Source: an optimization exercise on an open RTL-to-GDS flow (aim: small area and a short achievable clock period). Production flows keep margins and buffers that such runs may drop.
Function was checked by simulation only, so behaviour that the tests miss may differ from the original.

<file path="design/flow/design.v">
`default_nettype none
package prince_pkg;
    localparam int BLOCK_W     = 64;
    localparam int KEY_W       = 128;
    localparam int NIBBLE_W    = 4;
    localparam int NUM_NIBBLES = 16;
    localparam int HALF_ROUNDS = 5;
    typedef logic [BLOCK_W-1:0] block_t;
    localparam logic [63:0] SR_TABLE     = 64'h05AF49E38D27C16B;
    localparam logic [63:0] SR_INV_TABLE = 64'h0DA741EB852FC963;
    function automatic logic [3:0] sbox4(input logic [3:0] a);
        logic [3:0] y;
        logic f00, f01, f02, f03, f04, f05, f06;
        f06 = (~a[0]&~a[3]);
        f00 = (~a[2]) | (~a[3]);
        y[2] = (~a[1]&~f06) | (~f00);
        f01 = (~a[1]&~a[2]) | (~a[3]&~a[2]);
        y[1] = (~a[1]&~a[0]) | (f01);
        f02 = (~a[2]) | (~a[1]);
        f03 = (~a[3]);
        f04 = (~f03) | (~a[2]);
        f05 = (~a[0]&~f03) | (~f04);
        y[0] = (~a[1]&~f05) | (~a[1]&~f02) | (~a[0]&~f05) | (~f04&~f05) | (~a[0]&~f02) | (~f04&~f02);
        y[3] = (~a[0]&~f01) | (~a[1]&~a[3]);
        sbox4 = y;
    endfunction
    function automatic logic [3:0] sbox4_inv(input logic [3:0] a);
        logic [3:0] y;
        logic i00, i01, i02, i03, i04, i05, i06, i07, i08, i09, i10, i11, i12, i13;
        i13 = (~a[0]&~a[1]&~a[2]);
        i00 = (~a[0]);
        i01 = (~i00) | (~a[3]);
        y[2] = (~i01&~i13) | (~a[1]&~i13);
        i02 = (~a[1]);
        i03 = (~a[2]);
        i04 = (~i00&~i03) | (~i02&~i03);
        i05 = (~i00) | (~a[2]);
        i06 = (~i05) | (~i02) | (~a[3]);
        y[1] = (~a[3]&~i04) | (~i06);
        i07 = (~i03) | (~a[0]);
        i08 = (~i05&~i02) | (~i07&~i02);
        i09 = (~a[1]&~i00) | (~a[2]);
        y[0] = (~a[3]&~i08) | (~i09&~i08);
        i10 = (~i00&~i02) | (~i04);
        i11 = (~a[3]&~i03);
        i12 = (~i13&~i11);
        y[3] = (~i10) | (~i12);
        sbox4_inv = y;
    endfunction
    function automatic logic [BLOCK_W-1:0] s_layer(input logic [BLOCK_W-1:0] b);
        for (int i = 0; i < NUM_NIBBLES; i++)
            s_layer[NIBBLE_W*i +: NIBBLE_W] = sbox4(b[NIBBLE_W*i +: NIBBLE_W]);
    endfunction
    function automatic logic [BLOCK_W-1:0] s_inv_layer(input logic [BLOCK_W-1:0] b);
        for (int i = 0; i < NUM_NIBBLES; i++)
            s_inv_layer[NIBBLE_W*i +: NIBBLE_W] = sbox4_inv(b[NIBBLE_W*i +: NIBBLE_W]);
    endfunction
    function automatic logic [BLOCK_W-1:0] nibble_perm(input logic [BLOCK_W-1:0] b, input logic inv);
        logic [3:0] src;
        for (int i = 0; i < NUM_NIBBLES; i++)
        begin
            src = inv ? SR_INV_TABLE[63-4*i -: 4] : SR_TABLE[63-4*i -: 4];
            nibble_perm[BLOCK_W-1-NIBBLE_W*i -: NIBBLE_W] = b[BLOCK_W-1-NIBBLE_W*src -: NIBBLE_W];
        end
    endfunction
    function automatic logic [BLOCK_W-1:0] shift_rows(input logic [BLOCK_W-1:0] b);
        shift_rows = nibble_perm(b, 1'b0);
    endfunction
    function automatic logic [BLOCK_W-1:0] shift_rows_inv(input logic [BLOCK_W-1:0] b);
        shift_rows_inv = nibble_perm(b, 1'b1);
    endfunction
    function automatic logic [BLOCK_W-1:0] m_prime(input logic [BLOCK_W-1:0] b);
        integer hat;
        integer skip;
        logic [3:0] n0, n1, n2, n3;
        logic [3:0] p01, p23;
        for (int q = 0; q < 4; q++)
        begin
            hat = (q == 1 || q == 2) ? 1 : 0;
            n0 = b[BLOCK_W-1-16*q -: 4];
            n1 = b[BLOCK_W-5-16*q -: 4];
            n2 = b[BLOCK_W-9-16*q -: 4];
            n3 = b[BLOCK_W-13-16*q -: 4];
            p01 = n0 ^ n1;
            p23 = n2 ^ n3;
            for (int row = 0; row < 4; row++)
                for (int p = 0; p < 4; p++)
                begin
                    skip = (p - row - hat + 8) % 4;
                    case (skip)
                        0: m_prime[BLOCK_W-1-16*q-4*row-p] = p23[3-p] ^ n1[3-p];
                        1: m_prime[BLOCK_W-1-16*q-4*row-p] = p23[3-p] ^ n0[3-p];
                        2: m_prime[BLOCK_W-1-16*q-4*row-p] = p01[3-p] ^ n3[3-p];
                        default: m_prime[BLOCK_W-1-16*q-4*row-p] = p01[3-p] ^ n2[3-p];
                    endcase
                end
        end
    endfunction
endpackage
`default_nettype wire
`timescale 1ns/1ps
`default_nettype none
module prince_top
(
    input  wire          clk,
    input  wire          sys_rst,
    input  wire          in_valid,
    input  wire [127:0]  key,
    input  wire [63:0]   plain_text,
    output logic [63:0]  cipher_text,
    output logic         out_valid
);
    localparam int NST = 10;
    logic [NST-1:0] vld;
    always_ff @(posedge clk)
    begin
        if (sys_rst) vld <= '0;
        else         vld <= {vld[NST-2:0], in_valid};
    end
    assign out_valid = vld[NST-1];
    logic [63:0] k0_in, k1_in;
    assign k0_in = key[63:0];
    assign k1_in = key[127:64];
    logic [63:0] kf_w;
    assign kf_w = k1_in ^ {k0_in[0], k0_in[63:1]} ^ {63'b0, k0_in[63]} ^ 64'hc0ac29b7c97c50dd;
    logic [63:0] l0;
    assign l0 = plain_text ^ k0_in ^ k1_in ^ 64'h0000000000000000;
    logic [63:0] l1;
    assign l1 = prince_pkg::s_layer(l0);
    logic [63:0] l2;
    assign l2 = prince_pkg::shift_rows(prince_pkg::m_prime(l1)) ^ k1_in ^ 64'h13198a2e03707344;
    logic [63:0] s1_st;
    logic [63:0] s1_k1, s1_kf;
    always_ff @(posedge clk) begin s1_st <= l2; s1_k1 <= k1_in; s1_kf <= kf_w; end
    logic [63:0] l3;
    assign l3 = prince_pkg::s_layer(s1_st);
    logic [63:0] l4;
    assign l4 = prince_pkg::shift_rows(prince_pkg::m_prime(l3)) ^ s1_k1 ^ 64'ha4093822299f31d0;
    logic [63:0] s2_st;
    logic [63:0] s2_k1, s2_kf;
    always_ff @(posedge clk) begin s2_st <= l4; s2_k1 <= s1_k1; s2_kf <= s1_kf; end
    logic [63:0] l5;
    assign l5 = prince_pkg::s_layer(s2_st);
    logic [63:0] l6;
    assign l6 = prince_pkg::shift_rows(prince_pkg::m_prime(l5)) ^ s2_k1 ^ 64'h082efa98ec4e6c89;
    logic [63:0] s3_st;
    logic [63:0] s3_k1, s3_kf;
    always_ff @(posedge clk) begin s3_st <= l6; s3_k1 <= s2_k1; s3_kf <= s2_kf; end
    logic [63:0] l7;
    assign l7 = prince_pkg::s_layer(s3_st);
    logic [63:0] l8;
    assign l8 = prince_pkg::shift_rows(prince_pkg::m_prime(l7)) ^ s3_k1 ^ 64'h452821e638d01377;
    logic [63:0] s4_st;
    logic [63:0] s4_k1, s4_kf;
    always_ff @(posedge clk) begin s4_st <= l8; s4_k1 <= s3_k1; s4_kf <= s3_kf; end
    logic [63:0] l9;
    assign l9 = prince_pkg::s_layer(s4_st);
    logic [63:0] l10;
    assign l10 = prince_pkg::shift_rows(prince_pkg::m_prime(l9)) ^ s4_k1 ^ 64'hbe5466cf34e90c6c;
    logic [63:0] kl10;
    assign kl10 = prince_pkg::m_prime(prince_pkg::shift_rows_inv(s4_k1));
    logic [63:0] s5_st;
    logic [63:0] s5_k1, s5_kf;
    always_ff @(posedge clk) begin s5_st <= l10; s5_k1 <= kl10; s5_kf <= s4_kf; end
    logic [63:0] l11;
    assign l11 = prince_pkg::s_layer(s5_st);
    logic [63:0] l12;
    assign l12 = prince_pkg::m_prime(l11);
    logic [63:0] l13;
    assign l13 = prince_pkg::s_inv_layer(l12);
    logic [63:0] s6_st;
    logic [63:0] s6_k1, s6_kf;
    always_ff @(posedge clk) begin s6_st <= l13; s6_k1 <= s5_k1; s6_kf <= s5_kf; end
    logic [63:0] l14;
    assign l14 = prince_pkg::m_prime(prince_pkg::shift_rows_inv(s6_st)) ^ s6_k1 ^ prince_pkg::m_prime(prince_pkg::shift_rows_inv(64'h7ef84f78fd955cb1));
    logic [63:0] l15;
    assign l15 = prince_pkg::s_inv_layer(l14);
    logic [63:0] s7_st;
    logic [63:0] s7_k1, s7_kf;
    always_ff @(posedge clk) begin s7_st <= l15; s7_k1 <= s6_k1; s7_kf <= s6_kf; end
    logic [63:0] l16;
    assign l16 = prince_pkg::m_prime(prince_pkg::shift_rows_inv(s7_st)) ^ s7_k1 ^ prince_pkg::m_prime(prince_pkg::shift_rows_inv(64'h85840851f1ac43aa));
    logic [63:0] l17;
    assign l17 = prince_pkg::s_inv_layer(l16);
    logic [63:0] l18;
    assign l18 = prince_pkg::m_prime(prince_pkg::shift_rows_inv(l17)) ^ s7_k1 ^ prince_pkg::m_prime(prince_pkg::shift_rows_inv(64'hc882d32f25323c54));
    logic [63:0] s8_st;
    logic [63:0] s8_k1, s8_kf;
    always_ff @(posedge clk) begin s8_st <= l18; s8_k1 <= s7_k1; s8_kf <= s7_kf; end
    logic [63:0] l19;
    assign l19 = prince_pkg::s_inv_layer(s8_st);
    logic [63:0] l20;
    assign l20 = prince_pkg::m_prime(prince_pkg::shift_rows_inv(l19)) ^ s8_k1 ^ prince_pkg::m_prime(prince_pkg::shift_rows_inv(64'h64a51195e0e3610d));
    logic [63:0] l21;
    assign l21 = prince_pkg::s_inv_layer(l20);
    logic [63:0] s9_st;
    logic [63:0] s9_k1, s9_kf;
    always_ff @(posedge clk) begin s9_st <= l21; s9_k1 <= s8_k1; s9_kf <= s8_kf; end
    logic [63:0] l22;
    assign l22 = prince_pkg::m_prime(prince_pkg::shift_rows_inv(s9_st)) ^ s9_k1 ^ prince_pkg::m_prime(prince_pkg::shift_rows_inv(64'hd3b5a399ca0c2399));
    logic [63:0] l23;
    assign l23 = prince_pkg::s_inv_layer(l22);
    logic [63:0] l24;
    assign l24 = l23 ^ s9_kf;
    logic [63:0] s10_st;
    always_ff @(posedge clk) s10_st <= l24;
    assign cipher_text = s10_st;
endmodule
`default_nettype wire
</file>
<file path="design/flow/run.sh">
#!/bin/bash
# synth_recipe.tcl (not shown) runs the flow's synth.tcl, then flattens the netlist and writes it again
# the make line also repeats each setting of config.mk as NAME=value (left out here)
make -C /OpenROAD-flow-scripts/flow DESIGN_CONFIG=/design/flow/config.mk WORK_HOME=/design/flow/orfs CLKGATE_MAP_FILE= SYNTH_SCRIPT=/design/flow/synth_recipe.tcl finish
</file>
<file path="design/flow/constraint.sdc">
create_clock -name core_clock -period 3.2 [get_ports {clk}]
set_input_delay 0.6400 -clock core_clock [delete_from_list [all_inputs] [get_ports {clk}]]
set_output_delay 0.6400 -clock core_clock [all_outputs]
set_load 0.01 [all_outputs]
</file>
<file path="design/flow/config.mk">
export PLATFORM = sky130hd
export DESIGN_NAME = prince_top
export DESIGN_NICKNAME = prince_top
export VERILOG_FILES = /design/flow/design.v
export SDC_FILE = /design/flow/constraint.sdc
export NUM_CORES = 4
export LEC_CHECK = 0
export CAP_MARGIN = 20
export CORE_MARGIN = 2
export CORE_UTILIZATION = 40
export SLEW_MARGIN = 20
</file>
==> impl_metrics.env, run 1 <==
export IMPL_fmax_ghz=0.3840
export IMPL_regArea_um2=36070
export IMPL_critPathLaunch="s8_st[54]"
export IMPL_holdBufCountCts=0
export IMPL_layout_drive_gt1_share_pct=6.986
export IMPL_hp_class="reg2reg"
export IMPL_synth_edff_count=0
export IMPL_cp_cell_sequence="mux2_2 > o211ai_2 > xnor2_1 > xor3_2 > xnor2_1 > o22ai_1"
export IMPL_crit_path_top_delay_cell="o22ai_1"
export IMPL_finalClockSkew_ps=73.85
export IMPL_vias=44930
export IMPL_hpwlAfterDp_mm=167.6
export IMPL_maxCapViolCount=0
export IMPL_ys_seq_area_share_pct=52.10
export IMPL_post_cts_resized=0
export IMPL_grt_usage_pct=22.46
export IMPL_synth_most_common_cell="dfxtp_1"
export IMPL_hold_start="s1_kf[33]"
export IMPL_drt_iter0_markers=3134
export IMPL_finalNetCount=7091
export IMPL_rows=152
export IMPL_synth_warnings=1
export IMPL_worst_slack_ps=596.0
export IMPL_die_h_um=420.0
export IMPL_cts_made_buffers=177
export IMPL_multi_input_area_um2=32580
export IMPL_synth_top_area_share_pct=52.10
export IMPL_cts_root_buffer="clkbuf_16"
export IMPL_via_per_inst=4.802
export IMPL_placed_cell_area_um2=75120
export IMPL_place_ws_ps=46.35
export IMPL_yosys_register_bits=1802
export IMPL_setup_viol=0
export IMPL_synthCells=6413
export IMPL_htreeDepth=4
export IMPL_worstMarginPinSlew_ps=1004
export IMPL_syn_cell_area_um2=69240
export IMPL_cp_start_kind="register"
export IMPL_synth_area_leaders="dfxtp_1 (52%), xnor2_1 (19%), xor2_1 (8.6%)"
export IMPL_ys_types=79
export IMPL_hold_viol_final=0
export IMPL_grt_pass1_wl_mm=286.4
export IMPL_clkLatencyLatePin_ps=810
export IMPL_fin_crit_sh_pct=81.38
export IMPL_cts_sinks=1802
export IMPL_synth_commonest_cells="dfxtp_1 (1802), xnor2_1 (1538), xor2_1 (681)"
export IMPL_die_w_um=420.0
export IMPL_routed_wl_mm=202.1
export IMPL_drt_antenna_violating_nets=0
export IMPL_cp_end_kind="register"
export IMPL_die_area_um2=176400
export IMPL_design_area_um2=81400
export IMPL_cp_arrival_ps=3250
export IMPL_tns_ps=0
export IMPL_drtPass1Iterations=6
export IMPL_syn_nets=6608
export IMPL_status="finished clean"
export IMPL_yosys_area_top_type="dfxtp_1"
export IMPL_drc_errors=0
export IMPL_slew_headroom_pct=32.61
export IMPL_port_buffers=259
export IMPL_r2r_start="s8_st[54]"
export IMPL_final_max_slew_viol_count=0
export IMPL_cp_required_ps=3850
export IMPL_slowest_delay_ps=530
export IMPL_postCtsSetupBuffers=0
export IMPL_async_reset_ff_share_pct=0
export IMPL_wl_per_cell_um=21.60
export IMPL_min_period_ps=2604
export IMPL_critical_path_most_common_cell="xnor2_1"
export IMPL_antenna_found_initial=23
export IMPL_grt_pass1_vias=43310
export IMPL_path_clk_slew_ps=60
export IMPL_clock_path_buffers=3
export IMPL_synth_flop_cell="dfxtp_1"
export IMPL_overflow=0
export IMPL_rsz0062_at_grt="false"
export IMPL_core_um2=171700
export IMPL_worstSetupPathType="reg2reg"
export IMPL_syn_to_final_growth_pct=17.56
export IMPL_hold_ws_ps=252.4
export IMPL_fill_cells=15610
export IMPL_gp_congestion=0.8905
export IMPL_grt_start_max_net_pins=17
export IMPL_initial_core_util_pct=40.32
export IMPL_path_max_fanout=7
export IMPL_syn_avg_cell_area_um2=10.80
export IMPL_io_pins=260
export IMPL_cts_tree="yes"
==> routing by layer <==
layer | global-route usage, % | up-vias | wire length, µm
li1 | - | 22200 | -
met1 | 28.04 | 21230 | 86380
met2 | 39.11 | 1167 | 98920
met3 | 3.037 | 334 | 8874
met4 | 8.621 | 2 | 7871
met5 | 0 | - | 13
==> layout make-up <==
class	count	share of cell area, %
inverter	120	0.5534
multi-input combinational	4464	40.02
antenna	3	0.009223
timing repair buffer	331	3.849
clock buffer	241	6.130
sequential	1802	44.32
tap	2310	3.551
clock inverter	85	1.569
==> cells in the final DEF (no fill, tap or decap), drive strengths merged, types with 92 or more instances in the layout <==
cell type and count:
a21oi 384, clkbuf 241, clkdlybuf4s50 259, dfxtp 1802, inv 123, nand2 251, nand2b 92, nor2 377
o21ai 324, o22ai 172, xnor2 1570, xor2 694
==> critical path, delay by kind of cell, from the launching register on <==
| family | cells | cell delay, ps |
|---|---|---|
| AOI/OAI and AO/OA | 2 | 750 |
| xor gates and xnor gates | 3 | 860 |
| DFF | 1 | 430 |
| muxes | 1 | 370 |
==> stage by stage <==
step / instances / util [%]
global route: 9354 / 47.39
detailed placement: 9027 / 43.74
global placement: 9027 / 43.74
finish: 9356 / 47.40
floorplan: 6413 / -
CTS: 9353 / 47.39
==> path summary, 6_finish.rpt <==
kind	cells past startpoint	endpoint	slack (ps)
max	6	s9_st[23]	600
min	0	s2_kf[33]	250
max reg2reg	6	s9_st[23]	600
min reg2reg	0	s2_kf[33]	250
==> kinds of logic (layout without fill, tap and decap cells) <==
kind of cell / after synthesis / count (layout) / synth area share (%)
XOR/XNOR: 2269 / 2269 / 29.33
other: 0 / 3 / 0
multiplexers: 28 / 28 / 0.4210
flip-flops: 1802 / 1802 / 52.10
adder cells (fa/ha/maj): 42 / 42 / 0.6072
AO/OA/AOI/OAI: 1214 / 1214 / 10.74
buffers and inverters: 147 / 777 / 0.8493
AND/OR/NAND/NOR: 911 / 911 / 5.951
==> run 2: changes to the inputs <==
--- a/design/flow/config.mk
+++ b/design/flow/config.mk
@@ -8,4 +8,4 @@
 export CAP_MARGIN = 20
 export CORE_MARGIN = 2
-export CORE_UTILIZATION = 40
+export CORE_UTILIZATION = 65
 export SLEW_MARGIN = 20
==> run 2 against run 1 <==
Compared with the run above:
- synthesized cell count did not move
- sequential cell count is the same
- sequential share of layout area grew 0.93 points
- still clean on timing, DRC and antenna
- count of clock-buffer cells in the layout is 11 lower
- critical path type unchanged
- critical endpoint is now s9_st[21]
- largest cell class unchanged
- global-route usage grew 13 points
==> impl_metrics.env, run 2 <==
export IMPL_status="finished clean"
export IMPL_path_max_fanout=8
export IMPL_cts_made_buffers=170
export IMPL_synth_top_family_by_area="XOR/XNOR gates"
export IMPL_cts_tree="yes"
export IMPL_die_w_um=330.4
export IMPL_routed_wl_mm=196.3
export IMPL_fin_crit_sh_pct=80.16
export IMPL_grt_pass1_vias=44500
export IMPL_fill_cells=7160
export IMPL_synth_top_area_share_pct=52.10
export IMPL_gp_congestion=0.9835
export IMPL_final_cell_mix="dfxtp_1 (1802), xnor2_1 (1538), xor2_1 (681)"
export IMPL_cp_cell_sequence="a21bo_2 > a211oi_2 > xor2_1 > xnor2_1 > a21oi_1 > o22ai_1"
export IMPL_setup_viol=0
export IMPL_synthMuxAreaShare_pct=0.4211
export IMPL_cp_end_kind="register"
export IMPL_postCtsSetupBuffers=0
export IMPL_design_area_um2=79730
export IMPL_synth_most_common_cell="dfxtp_1"
export IMPL_yosys_register_bits=1802
export IMPL_drt_iter0_markers=4018
export IMPL_slowest_delay_ps=560
export IMPL_slew_headroom_pct=33.47
export IMPL_holdBufCountCts=0
export IMPL_async_reset_ff_share_pct=0
export IMPL_cts_root_buffer="clkbuf_16"
export IMPL_synth_edff_count=0
export IMPL_syn_nets=6608
export IMPL_synthCells=6413
export IMPL_yosys_area_top_type="dfxtp_1"
export IMPL_final_util_pct=75.63
export IMPL_synth_commonest_cells="dfxtp_1 (1802), xnor2_1 (1538), xor2_1 (681)"
export IMPL_cp_required_ps=3840
export IMPL_finalNetCount=7076
export IMPL_placed_cell_area_um2=73910
export IMPL_io_pins=260
export IMPL_wl_per_cell_um=23.35
export IMPL_min_period_ps=2565
export IMPL_ys_seq_area_share_pct=52.10
export IMPL_grt_usage_pct=35.38
export IMPL_synthSimpleGateAreaFrac_pct=5.951
export IMPL_core_um2=105400
export IMPL_synth_warnings=1
export IMPL_ys_types=79
export IMPL_syn_cell_area_um2=69240
export IMPL_maxCapViolCount=0
export IMPL_ff2ff_setup_slack_ps=640
export IMPL_post_cts_resized=0
export IMPL_tns_ps=0
export IMPL_regArea_um2=36070
export IMPL_finalClockSkew_ps=76.19
export IMPL_synth_flop_cell="dfxtp_1"
export IMPL_vias=46130
export IMPL_multi_input_area_um2=32580
export IMPL_antenna_found_initial=25
export IMPL_cp_arrival_ps=3210
export IMPL_cts_sinks=1802
export IMPL_overflow=0
export IMPL_synth_compound_area_share_pct=10.74
export IMPL_drtPass1Iterations=25
export IMPL_synthXorXnorAreaFrac_pct=29.33
export IMPL_rows=119
export IMPL_htreeDepth=4
export IMPL_synth_adder_area_share_pct=0.6072
export IMPL_fmax_ghz=0.3899
export IMPL_path_clk_slew_ps=60
export IMPL_crit_path_top_delay_cell="xnor2_1"
export IMPL_worstSetupPathType="reg2reg"
export IMPL_cp_start_kind="register"
export IMPL_grt_start_max_net_pins=17
export IMPL_syn_avg_cell_area_um2=10.80
export IMPL_hold_ws_ps=251.5
export IMPL_hp_class="reg2reg"
export IMPL_die_area_um2=109100
export IMPL_hpwlAfterDp_mm=156.0
export IMPL_clock_path_buffers=3
export IMPL_layout_drive_gt1_share_pct=6.605
export IMPL_initial_core_util_pct=65.68
export IMPL_final_max_slew_viol_count=0
export IMPL_synth_area_leaders="dfxtp_1 (52%), xnor2_1 (19%), xor2_1 (8.6%)"
export IMPL_clkLatencyLatePin_ps=800
export IMPL_drt_antenna_violating_nets=0
export IMPL_grt_pass1_wl_mm=281.0
export IMPL_rsz0062_at_grt="false"
export IMPL_via_per_inst=5.487
export IMPL_final_common_cell="dfxtp_1"
export IMPL_die_h_um=330.4
export IMPL_hold_viol_final=0
export IMPL_syn_to_final_growth_pct=15.15
export IMPL_worstMarginPinSlew_ps=990.8
export IMPL_port_buffers=259
export IMPL_drc_errors=0
## run 2: changes by cell type in the layout (fill, tap and decap cells not counted)
cell | previous run | this run
inv_16 | 3 | 2
clkinvlp_4 | 12 | 9
clkbuf_1 | 32 | 28
bufinv_16 | 19 | 10
buf_4 | 72 | 64
inv_6 | 0 | 4
clkinv_4 | 7 | 11
diode_2 | 3 | 5
clkbuf_16 | 177 | 171
clkbuf_8 | 32 | 31
clkinv_2 | 33 | 24
## run 2: critical path, delay by kind of cell (launching register included)
kind	cells	cell delay (ps)
compound gates	4	1260
xor+xnor	2	720
flops	1	430
## run 2: final timing paths
| kind | startpoint | end | cells after the start |
|---|---|---|---|
| worst min-delay path | s2_kf[53] | s3_kf[53] | 0 |
| worst min register to register | s2_kf[53] | s3_kf[53] | 0 |
| worst max-delay path | s8_st[30] | s9_st[21] | 6 |
| worst max register to register | s8_st[30] | s9_st[21] | 6 |
## run 2: cells by family (layout without fill, tap and decap cells)
kind of cell / after synthesis / after routing
buffers and inverters: 147 / 744
XOR/XNOR: 2269 / 2269
AND/OR/NAND/NOR: 911 / 911
multiplexers: 28 / 28
other: 0 / 5
adder cells (fa/ha/maj): 42 / 42
AO/OA/AOI/OAI: 1214 / 1214
flip-flops: 1802 / 1802
## run 2: cell type report
type | instances | share of cell area, %
sequential | 1802 | 45.25
clock buffer | 230 | 6.034
inverter | 120 | 0.5650
antenna | 5 | 0.01569
tap | 1391 | 2.183
multi-input combinational | 4464 | 40.86
timing repair buffer | 323 | 3.854
clock inverter | 71 | 1.241
## run 2: layer usage
metal  wire (µm)  GRT usage, %  part of all wire [%]  up-vias
li1            -             -                     -    22150
met1       77810         42.98                    40    21890
met2       93920         59.88                    48     1620
met3       13180         6.336                   6.7      460
met4       11350         18.85                   5.8        6
met5          38             0                 0.019        -
## run 2: metrics by stage
step / worst slack [ps] / std cells
detailed placement: 272.7 / 8100
global route: 556.6 / 8401
global placement: 304.5 / 8100
floorplan: 1055 / 6413
finish: 635.0 / 8406
CTS: 594.3 / 8401
==> run 3: changes to the inputs <==
--- a/design/flow/config.mk
+++ b/design/flow/config.mk
@@ -8,4 +8,5 @@
 export CAP_MARGIN = 20
 export CORE_MARGIN = 2
-export CORE_UTILIZATION = 65
+export CORE_UTILIZATION = 40
+export SETUP_SLACK_MARGIN = 0.75
 export SLEW_MARGIN = 20
==> run 3 against run 2 <==
Compared with the run above:
- highest routed layer unchanged
- design area rose by 2.4%
- first-iteration DRC count decreased by 22%
- worst hold slack hardly changed
- largest cell class unchanged
- via count shrank 2.6%
- synthesized area stayed put
- sequential cell count is the same
==> impl_metrics.env, run 3 <==
export IMPL_status="finished clean"
export IMPL_synth_adder_area_share_pct=0.6072
export IMPL_synthSimpleGateAreaFrac_pct=5.951
export IMPL_port_buffers=259
export IMPL_gp_congestion=0.8905
export IMPL_multi_input_area_um2=32790
export IMPL_core_um2=171700
export IMPL_top_usage_layer="met2"
export IMPL_min_period_ps=2423
export IMPL_clock_path_buffers=3
export IMPL_hold_viol_final=0
export IMPL_hpwlAfterDp_mm=167.6
export IMPL_io_pins=260
export IMPL_path_clk_slew_ps=60
export IMPL_cts_tree="yes"
export IMPL_synth_top_area_share_pct=52.10
export IMPL_worst_slack_ps=776.8
export IMPL_syn_nets=6608
export IMPL_antenna_found_initial=23
export IMPL_fill_cells=15590
export IMPL_ys_types=79
export IMPL_placed_cell_area_um2=75120
export IMPL_synth_compound_area_share_pct=10.74
export IMPL_fmax_ghz=0.4127
export IMPL_rows=152
export IMPL_clkLatencyLatePin_ps=820
export IMPL_setup_viol=0
export IMPL_cts_root_buffer="clkbuf_16"
export IMPL_drtPass1Iterations=6
export IMPL_fin_crit_sh_pct=75.73
export IMPL_final_util_pct=47.52
export IMPL_cp_end_kind="register"
export IMPL_synth_warnings=1
export IMPL_synthMuxAreaShare_pct=0.4211
export IMPL_slew_headroom_pct=34.53
export IMPL_htreeDepth=4
export IMPL_synth_top_family_by_area="XOR/XNOR gates"
export IMPL_cp_required_ps=3900
export IMPL_vias=44910
export IMPL_syn_avg_cell_area_um2=10.80
export IMPL_layout_drive_gt1_share_pct=7.454
export IMPL_syn_to_final_growth_pct=17.87
export IMPL_path_max_fanout=6
export IMPL_routed_wl_mm=202.2
export IMPL_synth_area_leaders="dfxtp_1 (52%), xnor2_1 (19%), xor2_1 (8.6%)"
export IMPL_grtUsageMet3_pct=3.023
export IMPL_ys_seq_area_share_pct=52.10
export IMPL_grt_usage_pct=22.47
export IMPL_rsz0062_at_grt="true"
export IMPL_cp_arrival_ps=3130
export IMPL_synthXorXnorAreaFrac_pct=29.33
export IMPL_initial_core_util_pct=40.32
export IMPL_async_reset_ff_share_pct=0
export IMPL_yosys_area_top_type="dfxtp_1"
export IMPL_cp_start_kind="register"
export IMPL_final_max_slew_viol_count=0
export IMPL_synth_edff_count=0
export IMPL_use_met1_pct=28.05
export IMPL_final_common_cell="dfxtp_1"
export IMPL_grt_util_met2_pct=39.14
export IMPL_wl_per_cell_um=21.61
export IMPL_cts_sinks=1802
export IMPL_synthCells=6413
export IMPL_drc_errors=0
export IMPL_synth_flop_cell="dfxtp_1"
export IMPL_yosys_register_bits=1802
export IMPL_die_w_um=420.0
export IMPL_synth_commonest_cells="dfxtp_1 (1802), xnor2_1 (1538), xor2_1 (681)"
export IMPL_die_h_um=420.0
export IMPL_worstMarginPinSlew_ps=975.0
export IMPL_drt_antenna_violating_nets=0
export IMPL_grt_pass1_vias=43330
export IMPL_synth_most_common_cell="dfxtp_1"
export IMPL_finalClockSkew_ps=74.48
export IMPL_design_area_um2=81610
export IMPL_overflow=0
export IMPL_hp_class="reg2reg"
export IMPL_drt_iter0_markers=3127
export IMPL_worstSetupPathType="reg2reg"
export IMPL_place_ws_ps=46.35
export IMPL_via_per_inst=4.800
export IMPL_syn_cell_area_um2=69240
export IMPL_die_area_um2=176400
export IMPL_cts_made_buffers=177
export IMPL_regArea_um2=36080
export IMPL_grt_start_max_net_pins=17
export IMPL_maxCapViolCount=0
export IMPL_holdBufCountCts=0
export IMPL_finalNetCount=7091
export IMPL_grt_pass1_wl_mm=286.4
export IMPL_final_cell_mix="dfxtp_1 (1799), xnor2_1 (1516), xor2_1 (681)"
run 3: cell counts after synthesis:
Identical to the previous run, type by type.
run 3: area by class of cell:
cell class / count / share of cell area (%)
Tap cell: 2310 / 3.542
Clock buffer: 241 / 6.114
Multi-Input combinational cell: 4464 / 40.18
Clock inverter: 85 / 1.565
Antenna cell: 3 / 0.009199
Timing Repair Buffer: 331 / 3.830
Inverter: 120 / 0.5519
Sequential cell: 1802 / 44.21
run 3: cell families after synthesis:
family                   after synthesis
XOR/XNOR                            2269
flip-flops                          1802
AO/OA/AOI/OAI                       1214
AND/OR/NAND/NOR                      911
buffers and inverters                147
adder cells (fa/ha/maj)               42
multiplexers                          28
run 3: critical path, cell delays in order, from the launching register on:
cell and delay, ps:
dfxtp_1 530, xnor2_1 210, xnor2_1 640, a21oi_1 200
o22ai_1 310, xor2_1 310, xnor2_1 120
run 3: what timing repair did:
action,in CTS,in global routing
setup endpoints to repair,18,37
pin swaps,0,1
buffers inserted,0,0
gates resized for setup,16,26
cloned,0,0
run 3: path summary, 6_finish.rpt:
check	startpoint	endpoint	slack (ps)	cells past startpoint
setup / recovery	s7_st[20]	s8_st[29]	780	6
hold / removal	s1_kf[33]	s2_kf[33]	250	0
setup reg to reg	s7_st[20]	s8_st[29]	780	6
hold reg to reg	s1_kf[33]	s2_kf[33]	250	0
run 3: stage by stage:
stage / std cells / hold slack, ps / TNS [ps]
6_report: 9356 / 251.8 / 0
5_1_grt: 9354 / 254.3 / 0
4_1_cts: 9353 / 233.4 / 0
3_5_place_dp: 9027 / 312.1 / 0
3_3_place_gp: 9027 / 309.7 / -58.91
2_1_floorplan: 6413 / 309.6 / 0
run 3: layer usage:
layer,up-vias,routed length (µm)
li1,22200,-
met1,21220,86900
met2,1159,98930
met3,329,8361
met4,2,7953
met5,-,13
==> run 4: changes to the inputs <==
--- a/design/flow/config.mk
+++ b/design/flow/config.mk
@@ -9,4 +9,4 @@
 export CORE_MARGIN = 2
 export CORE_UTILIZATION = 40
-export SETUP_SLACK_MARGIN = 0.75
+export SETUP_SLACK_MARGIN = 1.15
 export SLEW_MARGIN = 20
==> run 4 against run 3 <==
Compared with the run above:
- routed wire length up 1.6%
- first-iteration DRC count down 0.58%
- via count up 2.6%
- largest cell class is now multi-input combinational cells
- still clean
- cell count up 1.7%
- register-to-register slack better by 270 ps
- die area unchanged
==> impl_metrics.env, run 4 <==
export IMPL_wl_per_cell_um=21.59
export IMPL_cp_required_ps=3920
export IMPL_synthXorXnorAreaFrac_pct=29.33
export IMPL_synthSimpleGateAreaFrac_pct=5.951
export IMPL_gp_congestion=0.9188
export IMPL_synth_top_area_share_pct=52.10
export IMPL_syn_nets=6608
export IMPL_finalNetCount=7235
export IMPL_grt_usage_pct=22.53
export IMPL_slowest_delay_ps=460
export IMPL_ff2ff_setup_slack_ps=1050
export IMPL_die_w_um=420.0
export IMPL_via_per_inst=4.844
export IMPL_drc_errors=0
export IMPL_tns_ps=0
export IMPL_synth_adder_area_share_pct=0.6072
export IMPL_maxCapViolCount=0
export IMPL_hpwlAfterDp_mm=166.5
export IMPL_slew_headroom_pct=38.65
export IMPL_rsz0062_at_grt="true"
export IMPL_synth_area_leaders="dfxtp_1 (52%), xnor2_1 (19%), xor2_1 (8.6%)"
export IMPL_critPathLaunch="s8_st[55]"
export IMPL_path_clk_slew_ps=70
export IMPL_cp_end_kind="register"
export IMPL_synth_commonest_cells="dfxtp_1 (1802), xnor2_1 (1538), xor2_1 (681)"
export IMPL_cp_start_kind="register"
export IMPL_yosys_register_bits=1802
export IMPL_synth_warnings=1
export IMPL_crit_path_top_delay_cell="xor3_2"
export IMPL_r2r_end="s9_st[23]"
export IMPL_clkLatencyLatePin_ps=820
export IMPL_rows=152
export IMPL_die_area_um2=176400
export IMPL_routed_wl_mm=205.4
export IMPL_r2r_start="s8_st[55]"
export IMPL_initial_core_util_pct=40.32
export IMPL_worstSetupPathType="reg2reg"
export IMPL_synthCells=6413
export IMPL_setup_viol=0
export IMPL_drtPass1Iterations=6
export IMPL_final_common_cell="dfxtp_1"
export IMPL_cts_root_buffer="clkbuf_16"
export IMPL_antenna_found_initial=18
export IMPL_layout_drive_gt1_share_pct=19.16
export IMPL_core_um2=171700
export IMPL_drt_iter0_markers=3109
export IMPL_synth_compound_area_share_pct=10.74
export IMPL_clock_path_buffers=3
export IMPL_htreeDepth=4
export IMPL_cp_cell_sequence="mux2_4 > o211ai_4 > xnor2_2 > xor3_2 > o21a_1 > o22ai_2"
export IMPL_path_max_fanout=7
export IMPL_cpLargestDelayFamily="compound AO/OA/AOI/OAI gates"
export IMPL_finalClockSkew_ps=65.25
export IMPL_drt_antenna_violating_nets=0
export IMPL_min_delay_path_depth=1
export IMPL_synthMuxAreaShare_pct=0.4211
export IMPL_vias=46070
export IMPL_overflow=0
export IMPL_syn_avg_cell_area_um2=10.80
export IMPL_grt_pass1_vias=43690
export IMPL_port_buffers=259
export IMPL_syn_cell_area_um2=69240
export IMPL_cts_made_buffers=178
export IMPL_status="finished clean"
export IMPL_synth_edff_count=0
export IMPL_ys_types=79
export IMPL_hold_start="key[97]"
export IMPL_final_max_slew_viol_count=0
export IMPL_fmax_ghz=0.4651
export IMPL_cts_sinks=1802
export IMPL_cp_arrival_ps=2870
export IMPL_synth_top_family_by_area="XOR/XNOR gates"
export IMPL_synth_flop_cell="dfxtp_1"
export IMPL_hold_end="s1_k1[33]"
export IMPL_fin_crit_sh_pct=67.19
export IMPL_worstMarginPinSlew_ps=920.3
export IMPL_design_area_um2=86820
export IMPL_placed_cell_area_um2=75160
export IMPL_fill_cells=14980
export IMPL_ys_seq_area_share_pct=52.10
export IMPL_grt_pass1_wl_mm=287.1
export IMPL_r2r_cells=6
export IMPL_syn_to_final_growth_pct=25.39
export IMPL_yosys_area_top_type="dfxtp_1"
export IMPL_synth_most_common_cell="dfxtp_1"
export IMPL_hp_class="in2reg"
export IMPL_hold_viol_final=0
export IMPL_cts_tree="yes"
export IMPL_critical_path_buf_inv_count=0
export IMPL_io_pins=260
export IMPL_async_reset_ff_share_pct=0
export IMPL_grt_start_max_net_pins=17
export IMPL_final_cell_mix="dfxtp_1 (1647), xnor2_1 (1297), xor2_1 (567)"
export IMPL_die_h_um=420.0
export IMPL_min_period_ps=2150
run 4: kinds of logic (layout without fill, tap and decap cells):
kind of cell,after synthesis,in the layout
buffers and inverters,147,922
other,0,13
adder cells (fa/ha/maj),42,42
XOR/XNOR,2269,2269
AND/OR/NAND/NOR,911,911
flip-flops,1802,1802
multiplexers,28,28
AO/OA/AOI/OAI,1214,1214
run 4: final cells by class:
type | instances | area [µm²] | share of cell area, %
sequential | 1802 | 36290 | 41.81
clock buffer | 232 | 4979 | 5.735
multi-input combinational | 4464 | 36930 | 42.54
tap | 2310 | 2890 | 3.329
timing repair buffer | 474 | 3955 | 4.556
antenna | 13 | 32.53 | 0.03747
clock inverter | 96 | 1282 | 1.477
inverter | 120 | 450.4 | 0.5188
run 4: worst max path at each step:
stage | to | slack (ps) | cells past startpoint
6_report | s9_st[23] | 1050 | 6
5_1_grt | s8_st[11] | 1030 | 8
4_1_cts | s6_st[24] | 990 | 6
3_5_place_dp | s1_st[4] | 200 | 8
3_3_place_gp | s1_st[4] | 150 | 8
2_1_floorplan | s1_st[32] | 1160 | 7
run 4: metrics by stage:
step                utilization (%)  instances  worst slack, ps  hold slack [ps]
floorplan                         -       6413             1158            309.6
global placement              43.77       9031            148.8            309.6
detailed placement            43.77       9031            195.6            312.1
CTS                           48.57       9412            986.8            253.0
global route                  50.53       9498             1028            76.81
finish                        50.55       9511             1050            126.1
run 4: what timing repair did:
action	in CTS	in global routing
endpoints found under the setup margin	238	235
gates resized for setup	589	483
cloned	0	0
setup buffers	53	86
hold buffers	0	0
pin swaps	64	131
run 4: metal layers:
layer | wire, µm | track usage (%)
met1 | 85130 | 27.69
met5 | 13 | 0
met4 | 10210 | 9.895
met3 | 9505 | 3.048
met2 | 100500 | 39.18
==> run 5: changes to the inputs <==
--- a/design/flow/config.mk
+++ b/design/flow/config.mk
@@ -9,4 +9,6 @@
 export CORE_MARGIN = 2
 export CORE_UTILIZATION = 40
-export SETUP_SLACK_MARGIN = 1.15
+export CTS_BUF_LIST = sky130_fd_sc_hd__clkbuf_8
+export CTS_CLUSTER_SIZE = 25
+export SETUP_SLACK_MARGIN = 0.95
 export SLEW_MARGIN = 20
==> run 5 against run 4 <==
Compared with the run above:
- critical endpoint is now s8_st[55]
- worst hold slack better by 100 ps
- via count down 0.73%
- global-route usage up 0.18 points
- first-iteration DRC count down 5.1%
- utilization down 2.6 points
- die area unchanged
- still clean on timing, DRC and antenna
- fmax down 6.0%
==> impl_metrics.env, run 5 <==
export IMPL_hold_viol_final=0
export IMPL_final_cell_mix="dfxtp_1 (1766), xnor2_1 (1443), xor2_1 (647)"
export IMPL_crit_path_top_delay_cell="dfxtp_1"
export IMPL_die_w_um=420.0
export IMPL_htreeDepth=5
export IMPL_slowest_delay_ps=570
export IMPL_yosys_area_top_type="dfxtp_1"
export IMPL_ys_types=79
export IMPL_status="finished clean"
export IMPL_ys_seq_area_share_pct=52.10
export IMPL_critPathLaunch="s7_k1[9]"
export IMPL_fin_crit_sh_pct=71.47
export IMPL_slew_headroom_pct=43.53
export IMPL_synth_flop_cell="dfxtp_1"
export IMPL_wl_per_cell_um=21.43
export IMPL_cpLargestDelayFamily="XOR/XNOR gates"
export IMPL_finalNetCount=7232
export IMPL_initial_core_util_pct=40.32
export IMPL_setup_viol=0
export IMPL_cts_sinks=1802
export IMPL_synth_commonest_cells="dfxtp_1 (1802), xnor2_1 (1538), xor2_1 (681)"
export IMPL_cp_cell_sequence="xnor2_1 > xnor2_2 > nor2_1 > nor2_1 > o21ai_0 > buf_4 > xor2_1 > xnor2_1"
export IMPL_cp_start_kind="register"
export IMPL_die_h_um=420.0
export IMPL_async_reset_ff_share_pct=0
export IMPL_yosys_register_bits=1802
export IMPL_grt_pass1_wl_mm=289.6
export IMPL_rows=152
export IMPL_cts_made_buffers=304
export IMPL_drc_errors=0
export IMPL_dp_cells=9027
export IMPL_ff2ff_setup_slack_ps=910
export IMPL_final_common_cell="dfxtp_1"
export IMPL_syn_nets=6608
export IMPL_cts_root_buffer="clkbuf_8"
export IMPL_holdBufCountCts=0
export IMPL_drt_iter0_markers=2951
export IMPL_io_pins=260
export IMPL_grt_pass1_vias=44380
export IMPL_synthCells=6413
export IMPL_layout_drive_gt1_share_pct=12.48
export IMPL_r2r_cells=8
export IMPL_die_area_um2=176400
export IMPL_cts_tree="yes"
export IMPL_drt_antenna_violating_nets=0
export IMPL_final_max_slew_viol_count=0
export IMPL_port_buffers=259
export IMPL_grt_start_max_net_pins=17
export IMPL_rsz0062_at_grt="true"
export IMPL_worstSetupPathType="reg2reg"
export IMPL_overflow=0
export IMPL_min_period_ps=2287
export IMPL_hp_class="reg2reg"
export IMPL_maxCapViolCount=0
export IMPL_drtPass1Iterations=6
export IMPL_synth_warnings=1
export IMPL_synth_area_leaders="dfxtp_1 (52%), xnor2_1 (19%), xor2_1 (8.6%)"
export IMPL_cp_arrival_ps=3140
export IMPL_hold_start="s1_kf[33]"
export IMPL_core_um2=171700
export IMPL_cp_end_kind="register"
export IMPL_path_max_fanout=8
export IMPL_synth_most_common_cell="dfxtp_1"
export IMPL_r2r_end="s8_st[55]"
export IMPL_min_delay_path_depth=0
export IMPL_hold_end="s2_kf[33]"
export IMPL_grt_usage_pct=22.70
export IMPL_vias=45740
export IMPL_fmax_ghz=0.4372
export IMPL_final_cell_count_no_fill=9543
export IMPL_critical_path_buf_inv_count=1
export IMPL_hpwlAfterDp_mm=167.6
export IMPL_clkLatencyLatePin_ps=1020
export IMPL_via_per_inst=4.793
export IMPL_synth_edff_count=0
export IMPL_clock_path_buffers=4
export IMPL_worstMarginPinSlew_ps=838.2
export IMPL_syn_to_final_growth_pct=19.01
export IMPL_cp_required_ps=4060
export IMPL_routed_wl_mm=204.5
export IMPL_syn_avg_cell_area_um2=10.80
export IMPL_finalClockSkew_ps=114.3
export IMPL_path_clk_slew_ps=60
export IMPL_r2r_start="s7_k1[9]"
export IMPL_syn_cell_area_um2=69240
export IMPL_synth_top_area_share_pct=52.10
export IMPL_gp_congestion=0.8905
export IMPL_antenna_found_initial=25
run 5: cell count changes in the layout (fill, tap and decap cells not counted), sizes merged:
cell           before  now
buf               279  137
bufinv             16    9
clkbuf            232  389
clkdlybuf4s15       1   12
clkdlybuf4s50     188  194
clkinv             57   24
clkinvlp           19    3
diode              13    7
dlymetal6s2s        5    0
inv               124  191
run 5: cells by family (layout without fill, tap and decap cells):
logic type | after synthesis | after routing | synth area share [%]
xor+xnor | 2269 | 2269 | 29.33
fa+ha+maj | 42 | 42 | 0.6072
mux | 28 | 28 | 0.4210
compound gates | 1214 | 1214 | 10.74
buf+inv | 147 | 960 | 0.8493
simple gates | 911 | 911 | 5.951
flops | 1802 | 1802 | 52.10
other cells | 0 | 7 | 0
run 5: final cells by class:
type | count | area, µm²
fill | 15610 | 89330
sequential | 1802 | 36130
tap | 2310 | 2890
inverter | 120 | 450.4
clock inverter | 107 | 714.4
timing repair buffer | 345 | 3022
clock buffer | 388 | 5340
multi-input combinational | 4464 | 33840
antenna | 7 | 17.52
run 5: metal layers:
layer	global-route usage, %	vias to the layer above	wire, µm
met3	3.203	445	8735
li1	-	22480	-
met1	27.98	21560	87010
met2	39.14	1255	99250
met5	0	-	18
met4	10.30	2	9489
run 5: worst max path at each step:
stage / endpoint / slack, ps / depth (start not counted)
after global routing: s9_st[12] / 820 / 7
final: s8_st[55] / 910 / 8
after global placement: s1_st[4] / -40 / 8
after CTS: cipher_text[53] / 740 / 1
after floorplan: s1_st[32] / 1050 / 7
after detailed placement: s1_st[16] / 50 / 8
run 5: through the flow:
| stage | util (%) | setup WS, ps | hold WS [ps] | instance area [µm²] | TNS [ps] |
|---|---|---|---|---|---|
| CTS | 47.40 | 740.0 | 166.2 | 81390 | 0 |
| floorplan | - | 1055 | 309.6 | 69240 | 0 |
| global placement | 43.74 | -38.29 | 309.7 | 75120 | -58.91 |
| global route | 47.97 | 824.5 | 205.7 | 82390 | 0 |
| detailed placement | 43.74 | 46.35 | 312.1 | 75120 | 0 |
| finish | 47.98 | 913.0 | 226.0 | 82400 | 0 |
run 5: timing repair:
| item | CTS | global route |
|---|---|---|
| gates resized for setup | 325 | 148 |
| setup buffers | 2 | 12 |
| pin swaps | 5 | 19 |
| setup endpoints to repair | 140 | 134 |
==> run 6: changes to the inputs <==
--- a/design/flow/config.mk
+++ b/design/flow/config.mk
@@ -9,6 +9,6 @@
 export CORE_MARGIN = 2
 export CORE_UTILIZATION = 40
-export CTS_BUF_LIST = sky130_fd_sc_hd__clkbuf_8
-export CTS_CLUSTER_SIZE = 25
+export CTS_CLUSTER_DIAMETER = 200
+export CTS_CLUSTER_SIZE = 30
 export SETUP_SLACK_MARGIN = 0.95
 export SLEW_MARGIN = 20
==> run 6 against run 5 <==
Compared with the run above:
- count of clock-buffer cells in the layout is 318 lower
- highest routed layer unchanged
- routed wire length down 2.2%
- critical path depth down 2
- still clean
- fmax up 0.52%
- critical path type unchanged
- cell count fell by 4.3%
- synthesized cell count unchanged
==> impl_metrics.env, run 6 <==
export IMPL_synth_commonest_cells="dfxtp_1 (1802), xnor2_1 (1538), xor2_1 (681)"
export IMPL_finalClockSkew_ps=85.21
export IMPL_fmax_ghz=0.4395
export IMPL_hp_class="reg2reg"
export IMPL_grt_pass1_vias=42220
export IMPL_gp_congestion=0.8905
export IMPL_initial_core_util_pct=40.32
export IMPL_cp_start_kind="register"
export IMPL_hold_end="s4_kf[21]"
export IMPL_cts_sinks=1802
export IMPL_hold_ws_ps=284.6
export IMPL_tns_ps=0
export IMPL_die_h_um=420.0
export IMPL_final_util_pct=45.86
export IMPL_layout_drive_gt1_share_pct=7.671
export IMPL_synthCells=6413
export IMPL_ys_types=79
export IMPL_cts_root_buffer="clkbuf_16"
export IMPL_synth_edff_count=0
export IMPL_async_reset_ff_share_pct=0
export IMPL_yosys_area_top_type="dfxtp_1"
export IMPL_r2r_cells=6
export IMPL_cp_arrival_ps=2880
export IMPL_grt_start_max_net_pins=31
export IMPL_syn_to_final_growth_pct=13.74
export IMPL_drc_errors=0
export IMPL_hold_viol_final=0
export IMPL_final_cell_mix="dfxtp_1 (1767), xnor2_1 (1427), xor2_1 (643)"
export IMPL_syn_avg_cell_area_um2=10.80
export IMPL_grt_usage_pct=22.09
export IMPL_routed_wl_mm=200.0
export IMPL_syn_nets=6608
export IMPL_clkLatencyLatePin_ps=740
export IMPL_ff2ff_setup_slack_ps=920
export IMPL_maxCapViolCount=0
export IMPL_fin_crit_sh_pct=71.10
export IMPL_fill_cells=15870
export IMPL_core_um2=171700
export IMPL_r2r_end="s9_st[27]"
export IMPL_final_common_cell="dfxtp_1"
export IMPL_io_pins=260
export IMPL_antenna_found_initial=27
export IMPL_r2r_start="s8_st[43]"
export IMPL_path_clk_slew_ps=110
export IMPL_cp_end_kind="register"
export IMPL_port_buffers=259
export IMPL_path_max_fanout=7
export IMPL_hold_start="s3_kf[21]"
export IMPL_die_area_um2=176400
export IMPL_htreeDepth=3
export IMPL_min_delay_path_depth=0
export IMPL_drtPass1Iterations=6
export IMPL_holdBufCountCts=0
export IMPL_synth_area_leaders="dfxtp_1 (52%), xnor2_1 (19%), xor2_1 (8.6%)"
export IMPL_overflow=0
export IMPL_setup_viol=0
export IMPL_syn_cell_area_um2=69240
export IMPL_via_per_inst=4.825
export IMPL_worstSetupPathType="reg2reg"
export IMPL_finalNetCount=7007
export IMPL_synth_warnings=1
export IMPL_cp_required_ps=3810
export IMPL_wl_per_cell_um=21.89
export IMPL_synth_most_common_cell="dfxtp_1"
export IMPL_yosys_register_bits=1802
export IMPL_synth_flop_cell="dfxtp_1"
export IMPL_drt_antenna_violating_nets=0
export IMPL_min_period_ps=2275
export IMPL_cts_tree="yes"
export IMPL_die_w_um=420.0
export IMPL_worstMarginPinSlew_ps=898.3
export IMPL_drt_iter0_markers=3225
export IMPL_rows=152
export IMPL_synth_top_area_share_pct=52.10
export IMPL_grt_pass1_wl_mm=281.6
export IMPL_clock_path_buffers=3
export IMPL_vias=44080
export IMPL_final_max_slew_viol_count=0
export IMPL_slew_headroom_pct=39.69
export IMPL_ys_seq_area_share_pct=52.10
export IMPL_rsz0062_at_grt="true"
export IMPL_hpwlAfterDp_mm=167.6
export IMPL_status="finished clean"
export IMPL_cts_made_buffers=70
export IMPL_critPathLaunch="s8_st[43]"
-- run 6: cell counts after synthesis --
Identical to the previous run, type by type.
-- run 6: worst max-delay path: stages (launching register included) --
cell	delay, ps
dfxtp_1	390
a21bo_2	240
a221oi_2	480
xor2_2	210
xnor2_2	390
a21boi_2	130
o221a_1	290
-- run 6: metrics by stage --
stage	worst slack [ps]	instances	area, µm²
2_1_floorplan	1055	6413	69240
3_3_place_gp	-38.29	9027	75120
3_5_place_dp	46.35	9027	75120
4_1_cts	885.9	9108	77550
5_1_grt	864.0	9129	78730
6_report	924.8	9135	78750
-- run 6: timing repair --
item	CTS	global route
resized for setup	158	165
setup endpoints to repair	164	140
buffers inserted	3	20
pin swaps	6	26
-- run 6: layout make-up --
class	instances	area [µm²]	area share (%)
Sequential cell	1802	36120	45.87
Multi-Input combinational cell	4464	34080	43.27
Timing Repair Buffer	354	3223	4.093
Tap cell	2310	2890	3.670
Clock buffer	70	1752	2.224
Inverter	120	450.4	0.5720
Clock inverter	8	216.5	0.2749
Antenna cell	7	17.52	0.02224
-- run 6: routing by layer --
| metal | global-route usage (%) | wire, µm | vias to the layer above |
|---|---|---|---|
| met2 | 38.75 | 97850 | 1055 |
| met3 | 2.100 | 7341 | 306 |
| li1 | - | - | 21830 |
| met1 | 27.95 | 86500 | 20890 |
| met5 | 0 | 11 | - |
| met4 | 8.322 | 8273 | 2 |
-- run 6: worst max path at each step --
stage / endpoint / slack (ps) / cells past startpoint
floorplan: s1_st[32] / 1050 / 7
global placement: s1_st[4] / -40 / 8
detailed placement: s1_st[16] / 50 / 8
CTS: s9_st[16] / 890 / 7
global route: s9_st[27] / 860 / 6
finish: s9_st[27] / 920 / 6
-- run 6: cell families after synthesis --
family                   share of synthesized area, %
XOR/XNOR                                        29.33
flip-flops                                      52.10
AO/OA/AOI/OAI                                   10.74
AND/OR/NAND/NOR                                 5.951
buffers and inverters                          0.8493
adder cells (fa/ha/maj)                        0.6072
multiplexers                                   0.4210
==> run 7: changes to the inputs <==
--- a/design/flow/config.mk
+++ b/design/flow/config.mk
@@ -9,5 +9,5 @@
 export CORE_MARGIN = 2
 export CORE_UTILIZATION = 40
-export CTS_CLUSTER_DIAMETER = 200
+export CTS_CLUSTER_DIAMETER = 100
 export CTS_CLUSTER_SIZE = 30
 export SETUP_SLACK_MARGIN = 0.95
==> run 7 against run 6 <==
Compared with the run above:
- still clean
- via count is essentially flat
- register-to-register slack better by 20 ps
- first-iteration DRC count shrank 1.9%
- design area hardly changed
- synthesized area did not move
- setup slack better by 21 ps
- sequential cell count is the same
- critical path type unchanged
- critical endpoint is now s9_st[35]
- largest cell class unchanged
==> impl_metrics.env, run 7 <==
export IMPL_cts_sinks=1802
export IMPL_cp_cell_sequence="nand2b_1 > a21oi_1 > xnor2_1 > xnor2_1 > xor2_1 > o22ai_1"
export IMPL_layout_drive_gt1_share_pct=7.651
export IMPL_cp_arrival_ps=2880
export IMPL_holdBufCountCts=0
export IMPL_setup_viol=0
export IMPL_fin_crit_sh_pct=70.43
export IMPL_htreeDepth=3
export IMPL_worstSetupPathType="reg2reg"
export IMPL_final_max_slew_viol_count=0
export IMPL_die_w_um=420.0
export IMPL_finalClockSkew_ps=50.47
export IMPL_io_pins=260
export IMPL_grt_start_max_net_pins=31
export IMPL_wl_per_cell_um=21.92
export IMPL_cp_required_ps=3830
export IMPL_r2r_start="s8_st[19]"
export IMPL_async_reset_ff_share_pct=0
export IMPL_yosys_register_bits=1802
export IMPL_hold_end="s4_kf[21]"
export IMPL_die_h_um=420.0
export IMPL_min_delay_path_depth=0
export IMPL_yosys_area_top_type="dfxtp_1"
export IMPL_syn_to_final_growth_pct=13.80
export IMPL_drtPass1Iterations=6
export IMPL_min_period_ps=2254
export IMPL_port_buffers=259
export IMPL_worstMarginPinSlew_ps=905.0
export IMPL_core_um2=171700
export IMPL_drt_iter0_markers=3165
export IMPL_syn_nets=6608
export IMPL_tns_ps=0
export IMPL_antenna_found_initial=24
export IMPL_slowest_delay_ps=500
export IMPL_rsz0062_at_grt="true"
export IMPL_synth_area_leaders="dfxtp_1 (52%), xnor2_1 (19%), xor2_1 (8.6%)"
export IMPL_synth_commonest_cells="dfxtp_1 (1802), xnor2_1 (1538), xor2_1 (681)"
export IMPL_clock_path_buffers=3
export IMPL_r2r_cells=6
export IMPL_synth_warnings=1
export IMPL_finalNetCount=7004
export IMPL_final_cell_mix="dfxtp_1 (1766), xnor2_1 (1427), xor2_1 (649)"
export IMPL_hold_start="s3_kf[21]"
export IMPL_ys_types=79
export IMPL_initial_core_util_pct=40.32
export IMPL_synth_most_common_cell="dfxtp_1"
export IMPL_worst_slack_ps=946.2
export IMPL_fmax_ghz=0.4437
export IMPL_grt_pass1_vias=42220
export IMPL_dp_cells=9027
export IMPL_overflow=0
export IMPL_synthCells=6413
export IMPL_drt_antenna_violating_nets=0
export IMPL_via_per_inst=4.823
export IMPL_grt_usage_pct=22.11
export IMPL_synth_flop_cell="dfxtp_1"
export IMPL_r2r_end="s9_st[35]"
export IMPL_ys_seq_area_share_pct=52.10
export IMPL_gp_congestion=0.8905
export IMPL_routed_wl_mm=200.3
export IMPL_final_common_cell="dfxtp_1"
export IMPL_fill_cells=15890
export IMPL_crit_path_top_delay_cell="dfxtp_1"
export IMPL_maxCapViolCount=0
export IMPL_path_max_fanout=6
export IMPL_place_ws_ps=46.35
export IMPL_cts_root_buffer="clkbuf_16"
export IMPL_ff2ff_setup_slack_ps=950
export IMPL_final_cell_count_no_fill=9139
export IMPL_syn_cell_area_um2=69240
export IMPL_hp_class="reg2reg"
export IMPL_cts_made_buffers=72
export IMPL_path_clk_slew_ps=110
export IMPL_hpwlAfterDp_mm=167.6
export IMPL_slew_headroom_pct=39.23
export IMPL_cp_end_kind="register"
export IMPL_synth_edff_count=0
export IMPL_cts_tree="yes"
export IMPL_critPathLaunch="s8_st[19]"
export IMPL_synth_top_area_share_pct=52.10
export IMPL_hold_ws_ps=301.2
export IMPL_drc_errors=0
export IMPL_cp_start_kind="register"
export IMPL_clkLatencyLatePin_ps=740
export IMPL_syn_avg_cell_area_um2=10.80
export IMPL_status="finished clean"
export IMPL_vias=44080
export IMPL_critical_path_most_common_cell="xnor2_1"
export IMPL_die_area_um2=176400
export IMPL_grt_pass1_wl_mm=281.6
export IMPL_rows=152
export IMPL_hold_viol_final=0
[run 7: cell counts after synthesis]
No cell type changed its count.
[run 7: final cells by class]
| type | instances | area [µm²] | area share, % |
|---|---|---|---|
| sequential | 1802 | 36120 | 45.85 |
| multi-input combinational | 4464 | 34030 | 43.20 |
| timing repair buffer | 349 | 3186 | 4.043 |
| tap | 2310 | 2890 | 3.668 |
| clock buffer | 72 | 1802 | 2.287 |
| inverter | 120 | 450.4 | 0.5717 |
| clock inverter | 16 | 287.8 | 0.3652 |
| antenna | 6 | 15.01 | 0.01906 |
[run 7: worst max-delay path: cells and delay by family, from the launching register on]
kind / cells / cell delay (ps)
xor+xnor: 3 / 870
flops: 1 / 500
simple gates: 1 / 130
compound gates: 2 / 650
[run 7: worst max path at each step]
stage | slack [ps] | to | depth (start not counted)
CTS | 890 | s9_st[23] | 7
finish | 950 | s9_st[35] | 6
global placement | -40 | s1_st[4] | 8
global route | 860 | s9_st[23] | 6
detailed placement | 50 | s1_st[16] | 8
floorplan | 1050 | s1_st[32] | 7
[run 7: stage by stage]
stage | utilization, % | instance area [µm²]
after floorplan | - | 69240
after global placement | 43.74 | 75120
after detailed placement | 43.74 | 75120
after CTS | 45.20 | 77630
after global routing | 45.87 | 78770
final | 45.88 | 78790
[run 7: kinds of logic (layout without fill, tap and decap cells)]
logic type	after synthesis	in the layout	share of synthesized area [%]
XOR/XNOR	2269	2269	29.33
flip-flops	1802	1802	52.10
AO/OA/AOI/OAI	1214	1214	10.74
AND/OR/NAND/NOR	911	911	5.951
buffers and inverters	147	557	0.8493
adder cells (fa/ha/maj)	42	42	0.6072
multiplexers	28	28	0.4210
other	0	6	0
[run 7: routing by layer]
metal	up-vias	global-route usage (%)	wire, µm
li1	21850	-	-
met1	20860	28.06	86940
met2	1043	38.60	97300
met3	322	2.059	7165
met4	2	8.548	8894
met5	-	0	7
[run 7: repair_timing]
| item | CTS | global route |
|---|---|---|
| buffers inserted | 3 | 15 |
| pin swaps | 6 | 24 |
| gates resized for setup | 151 | 168 |
| endpoints found under the setup margin | 155 | 140 |

[afterwards: timing with drivers on the ports]
In the flow no input, the clock included, has a driving cell. The finished layouts below were timed again as built, in two steps.
Step 1, drivers: a clkbuf_16 drives clk and a buf_2 each remaining input, both assumed.
Step 2 moves the port delays by t, midway between the first and last clock arrival at a register: inputs arrive t later, outputs are due t later. That takes back most of the time a late clock gives input paths.
a / b / c = ideal / step 1 / step 2; a / b = the first two.
run	t (ns)	setup slack, ns	slew at the worst register clock pin (ns)
run 1	0.872	0.596 / 0.596 / -0.104	0.07 / 0.07
run 2	0.843	0.635 / 0.580 / 0.248	0.07 / 0.07
run 3	0.873	0.777 / 0.742 / -0.016	0.07 / 0.07
run 4	0.881	1.050 / 1.050 / 0.297	0.07 / 0.07
run 5	1.051	0.913 / 0.913 / 0.033	0.07 / 0.07
run 6	0.795	0.925 / 0.925 / 0.262	0.12 / 0.12
run 7	0.800	0.946 / 0.946 / 0.269	0.12 / 0.12
Met with ideal ports but missed after step 2: setup timing in run 1 and run 3. For run 5, which loses most, drivers alone change the setup slack by 0.000 ns; drivers and shift together by -0.880 ns.
